This is an optimization exercise on Yosys and OpenROAD, whose aim is small area, not a production implementation. Only simulation tests tie the RTL to the original design; equivalence was not proved. Power and IR drop assume default switching activity.

==> run G <==
==> flow/design.v <==
module wb_retire_unit #(
  parameter int DATA_W = 64,
  parameter int DEPTH  = 8,
  localparam int TAG_W = $clog2(DEPTH),
  localparam int OW    = TAG_W + 1
) (
  input  logic              clk,
  input  logic              rst_n,
  input  logic              flush,
  input  logic [1:0]        alloc_req,
  output logic              alloc_ready,
  output logic [TAG_W-1:0]  alloc_tag0,
  output logic [TAG_W-1:0]  alloc_tag1,
  input  logic              comp_valid1,
  input  logic [TAG_W-1:0]  comp_tag1,
  input  logic              comp_wr1,
  input  logic [4:0]        comp_rd1,
  input  logic [DATA_W-1:0] comp_data1,
  input  logic              comp_valid2,
  input  logic [TAG_W-1:0]  comp_tag2,
  input  logic              comp_wr2,
  input  logic [4:0]        comp_rd2,
  input  logic [DATA_W-1:0] comp_data2,
  output logic              wen1,
  output logic              wen2,
  output logic [4:0]        rd_addr1,
  output logic [4:0]        rd_addr2,
  output logic [DATA_W-1:0] write_data1,
  output logic [DATA_W-1:0] write_data2,
  output logic [1:0]        retire_cnt,
  output logic              empty
);
  localparam int EW = DATA_W + 6;   
  localparam int NB = DEPTH / 2;    
  logic [TAG_W-1:0]  head, tail;
  logic              full;          
  logic [DEPTH-1:0]  rdy;
  logic [DEPTH-1:0]  par;           
  logic [EW-1:0]     ent [DEPTH];
  logic              s1e, s1o, s2e, s2o;
  logic [NB-1:0]     se, so;        
  logic [NB-1:0]     sec, soc;      
  logic [DEPTH-1:0]  hd, hd1, td, td1, td2, ret, alloc, hit1, hit2, we1, we2, hold;
  logic              r0, r1, occ0, occ1, occ6, occ7, occ_ge2;
  logic [1:0]        grant, rcnt;
  logic [EW-1:0]     lane1, lane2;
  assign occ0        = ~full & |(hd & td);     
  assign occ1        = ~full & |(hd1 & td);    
  assign occ6        = ~full & |(hd & td2);    
  assign occ7        = ~full & |(hd & td1);    
  assign occ_ge2     = ~occ0 & ~occ1;
  assign alloc_ready = ~full & ~occ7;
  assign alloc_tag0  = tail;
  assign alloc_tag1  = tail + TAG_W'(1);
  assign empty       = occ0;
  assign grant       = (alloc_ready && alloc_req != 2'd3) ? alloc_req : 2'd0;
  assign lane1       = {comp_wr1 & (|comp_rd1), comp_rd1, comp_data1};
  assign lane2       = {comp_wr2 & (|comp_rd2), comp_rd2, comp_data2};
  always_comb begin
    for (int i = 0; i < DEPTH; i++) begin
      hd[i]   = head == TAG_W'(i);
      td[i]   = tail == TAG_W'(i);
      hit1[i] = comp_valid1 && comp_tag1 == TAG_W'(i);
      hit2[i] = comp_valid2 && comp_tag2 == TAG_W'(i);
    end
    for (int i = 0; i < DEPTH; i++) begin
      hd1[i] = hd[(i + DEPTH - 1) % DEPTH];   
      td1[i] = td[(i + DEPTH - 1) % DEPTH];   
      td2[i] = td[(i + DEPTH - 2) % DEPTH];   
    end
  end
  assign r0   = |(hd & rdy) & ~occ0;
  assign r1   = r0 & |(hd1 & rdy) & occ_ge2;
  assign rcnt = {r1, r0 & ~r1};
  always_comb begin
    for (int i = 0; i < DEPTH; i++) begin
      ret[i]   = rdy[i] & (hd[i] | (hd1[i] & rdy[(i + DEPTH - 1) % DEPTH]));
      alloc[i] = (grant != 2'd0 && td[i]) || (grant == 2'd2 && td1[i]);
      we1[i]   = hit1[i] & ~ret[i];
      we2[i]   = hit2[i] & ~hit1[i] & ~ret[i];
      hold[i]  = ~((hit1[i] | hit2[i]) & ~ret[i]);
    end
  end
  logic [EW-1:0] ent_d [DEPTH];
  for (genvar i = 0; i < DEPTH; i++) begin : g_slot
    wb_retire_aoi222 #(.W(EW)) u_next (
      .a(we1[i]), .x(lane1), .b(we2[i]), .y(lane2), .c(hold[i]), .z(ent[i]), .o(ent_d[i])
    );
  end
  always_ff @(posedge clk) begin
    for (int i = 0; i < DEPTH; i++) begin
      ent[i] <= ent_d[i];
      par[i] <= ~(hold[i] & par[i]);
    end
  end
  always_ff @(posedge clk) rdy <= ~alloc & ~ret & (rdy | hit1 | hit2);
  always_ff @(posedge clk) begin
    for (int k = 0; k < NB; k++) begin
      so[k]  <= hd[2*k] | hd[2*k+1];
      se[k]  <= hd[2*k] | hd[(2*k + DEPTH - 1) % DEPTH];
      soc[k] <= head[TAG_W-1:1] == (TAG_W-1)'(k);
      sec[k] <= (head[TAG_W-1:1] + (TAG_W-1)'(head[0])) == (TAG_W-1)'(k);
    end
  end
  always_ff @(posedge clk or negedge rst_n) begin
    if (!rst_n) begin
      head <= '0;
      tail <= '0;
      full <= 1'b0;
      s1e  <= 1'b0;
      s1o  <= 1'b0;
      s2e  <= 1'b0;
      s2o  <= 1'b0;
    end else if (flush) begin
      head <= '0;
      tail <= '0;
      full <= 1'b0;
      s1e  <= 1'b0;
      s1o  <= 1'b0;
      s2e  <= 1'b0;
      s2o  <= 1'b0;
    end else begin
      head <= head + TAG_W'(rcnt);
      tail <= tail + TAG_W'(grant);
      full <= ~r0 & (full | (grant == 2'd2 && occ6));
      s1e  <= r0 & ~head[0];
      s1o  <= r0 & head[0];
      s2e  <= r1 & head[0];
      s2o  <= r1 & ~head[0];
    end
  end
  logic [EW-1:0] be, bo;
  logic          pe, po;
  always_comb begin
    be = '0;
    bo = '0;
    pe = 1'b0;
    po = 1'b0;
    for (int k = 0; k < NB; k++) begin
      be[DATA_W-1:0]  = be[DATA_W-1:0] | ({DATA_W{se[k]}} & ent[2*k][DATA_W-1:0]);
      bo[DATA_W-1:0]  = bo[DATA_W-1:0] | ({DATA_W{so[k]}} & ent[2*k+1][DATA_W-1:0]);
      be[EW-1:DATA_W] = be[EW-1:DATA_W] | ({6{sec[k]}} & ent[2*k][EW-1:DATA_W]);
      bo[EW-1:DATA_W] = bo[EW-1:DATA_W] | ({6{soc[k]}} & ent[2*k+1][EW-1:DATA_W]);
      pe = pe | (sec[k] & par[2*k]);
      po = po | (soc[k] & par[2*k+1]);
    end
    be = be ^ {EW{pe}};
    bo = bo ^ {EW{po}};
  end
  logic [EW-2:0] nbe, nbo;
  assign nbe = ~be[EW-2:0];
  assign nbo = ~bo[EW-2:0];
  wb_retire_oai22 #(.W(EW-1)) u_port1 (
    .a(~s1e), .x(nbe), .b(~s1o), .y(nbo), .o({rd_addr1, write_data1})
  );
  wb_retire_oai22 #(.W(EW-1)) u_port2 (
    .a(~s2e), .x(nbe), .b(~s2o), .y(nbo), .o({rd_addr2, write_data2})
  );
  logic wze, wzo, same;
  assign wze  = be[EW-1];
  assign wzo  = bo[EW-1];
  assign same = wze & wzo & (be[EW-2:DATA_W] == bo[EW-2:DATA_W]);
  assign wen1 = ((s1e & wze) | (s1o & wzo)) & ~((s2e | s2o) & same);
  assign wen2 = (s2e & wze) | (s2o & wzo);
  assign retire_cnt = {s2e | s2o, (s1e | s1o) & ~(s2e | s2o)};
endmodule
module wb_retire_aoi222 #(
  parameter int W = 1
) (
  input  logic         a,
  input  logic [W-1:0] x,
  input  logic         b,
  input  logic [W-1:0] y,
  input  logic         c,
  input  logic [W-1:0] z,
  output logic [W-1:0] o
);
  assign o = ~(({W{a}} & x) | ({W{b}} & y) | ({W{c}} & z));
endmodule
module wb_retire_oai22 #(
  parameter int W = 1
) (
  input  logic         a,
  input  logic [W-1:0] x,
  input  logic         b,
  input  logic [W-1:0] y,
  output logic [W-1:0] o
);
  assign o = ~(({W{a}} | x) & ({W{b}} | y));
endmodule
==> flow/flow/run.sh <==
#!/bin/bash
# The standard layout (standard.sh, unchanged synthesis) with two changes:
#  - ports are buffered with sky130_fd_sc_hd__buf_1 instead of the default clkdlybuf4s50_1
#  - the clock tree uses a clkbuf_16 root, clkbuf_8 elsewhere, sink clusters of at most 16 and no
#    dummy loads
# The make output goes to flow_make.log here; ORFS's per-step logs stay under orfs/logs.
set -euo pipefail
cd "$(dirname "$0")/.."
export BUFFER_PORTS_ARGS="-buffer_cell sky130_fd_sc_hd__buf_1"
export CTS_ARGS="-sink_clustering_enable -repair_clock_nets -root_buf sky130_fd_sc_hd__clkbuf_16 -buf_list sky130_fd_sc_hd__clkbuf_8 -sink_clustering_size 16 -sink_clustering_max_diameter 50 -dont_use_dummy_load"
bash standard.sh finish > flow_make.log 2>&1
==> flow/standard.sh <==
#!/bin/bash
# synth_recipe.tcl (not shown) runs the flow's synth.tcl, then flattens the netlist and writes it again
# the make line also repeats each setting of config.mk as NAME=value (left out here)
make -C /OpenROAD-flow-scripts/flow DESIGN_CONFIG=/design/flow/config.mk WORK_HOME=/design/flow/orfs CLKGATE_MAP_FILE= SYNTH_SCRIPT=/design/flow/synth_recipe.tcl "${@:-finish}"
==> flow/config.mk <==
export PLATFORM = sky130hd
export DESIGN_NAME = wb_retire_unit
export DESIGN_NICKNAME = wb_retire_unit
export VERILOG_FILES = /design/flow/design.v
export SDC_FILE = /design/flow/constraint.sdc
export NUM_CORES = 4
export LEC_CHECK = 0
export CAP_MARGIN = 0
export CORE_MARGIN = 2
export CORE_UTILIZATION = 55
export SLEW_MARGIN = 0
export SYNTH_HIERARCHICAL = 1
export SYNTH_MINIMUM_KEEP_SIZE = 0
==> flow/constraint.sdc <==
create_clock -name core_clock -period 4.0 [get_ports {clk}]
set_input_delay 0.8000 -clock core_clock [delete_from_list [all_inputs] [get_ports {clk}]]
set_output_delay 0.8000 -clock core_clock [all_outputs]
set_load 0.01 [all_outputs]
==> run X (differences from run G) <==
CELL_PAD_IN_SITES_DETAIL_PLACEMENT = 1   (was default)
CELL_PAD_IN_SITES_GLOBAL_PLACEMENT = 1   (was default)
CORE_UTILIZATION = 50   (was 55)
==> comparison table <==
item	run X	run G
Outcome	no timing/DRC/antenna violations	no timing/DRC/antenna violations
Reported clock group power	3.56 mW	3.36 mW
Static power due to leakage	11.03 nW	11.05 nW
Transition time at the pin with the least slew margin	1.219 ns	1.179 ns
Maximum number of pins on one net before global-route repair	73	72
Area of the core	52340 um^2	47550 um^2
Register share of the cell area	43.17%	43.26%
Largest vdd supply drop	492.8 uV	355.8 uV
PnR Total Power	19.81 mW	19.42 mW
Placer Congestion	0.8316	0.8418
Met2 Wirelength	50150 um	46000 um
Post-route core utilization	53.36%	58.62%
Chip width	233.8 um	223.1 um
Number of buffers inserted during clock tree synthesis	61	54
Vias in the first global route	25.11k	24.20k
Combinational share of power	36.6%	36.3%
Part of the total power dissipated in the clock network	18.0%	17.3%

==> what the ideal ports hide <==
In the flow no input, the clock included, has a driving cell. The finished layouts below were timed again as built, in two steps. Step 1 sets driving cells, clkbuf_16 on the clock port and buf_2 on the other inputs (assumed; they add their load-dependent delay and slew). Step 2 also shifts input and output timing later by t, the mid clock arrival at the registers, as if the neighbouring blocks saw the same clock. Slacks: ideal / step 1 / step 2; pairs: ideal / step 1.
run | t, ns | setup WS [ns] | worst setup path at the end | worst register clock-pin slew, ns | cell pins on the clock port's net
run G | 0.636 | 0.198 / 0.135 / 0.771 | register to output | 0.10 / 0.10 | 1
run X | 0.651 | 0.055 / -0.007 / 0.643 | register to output | 0.11 / 0.11 | 1
After both steps setup and hold are still met in every run listed.
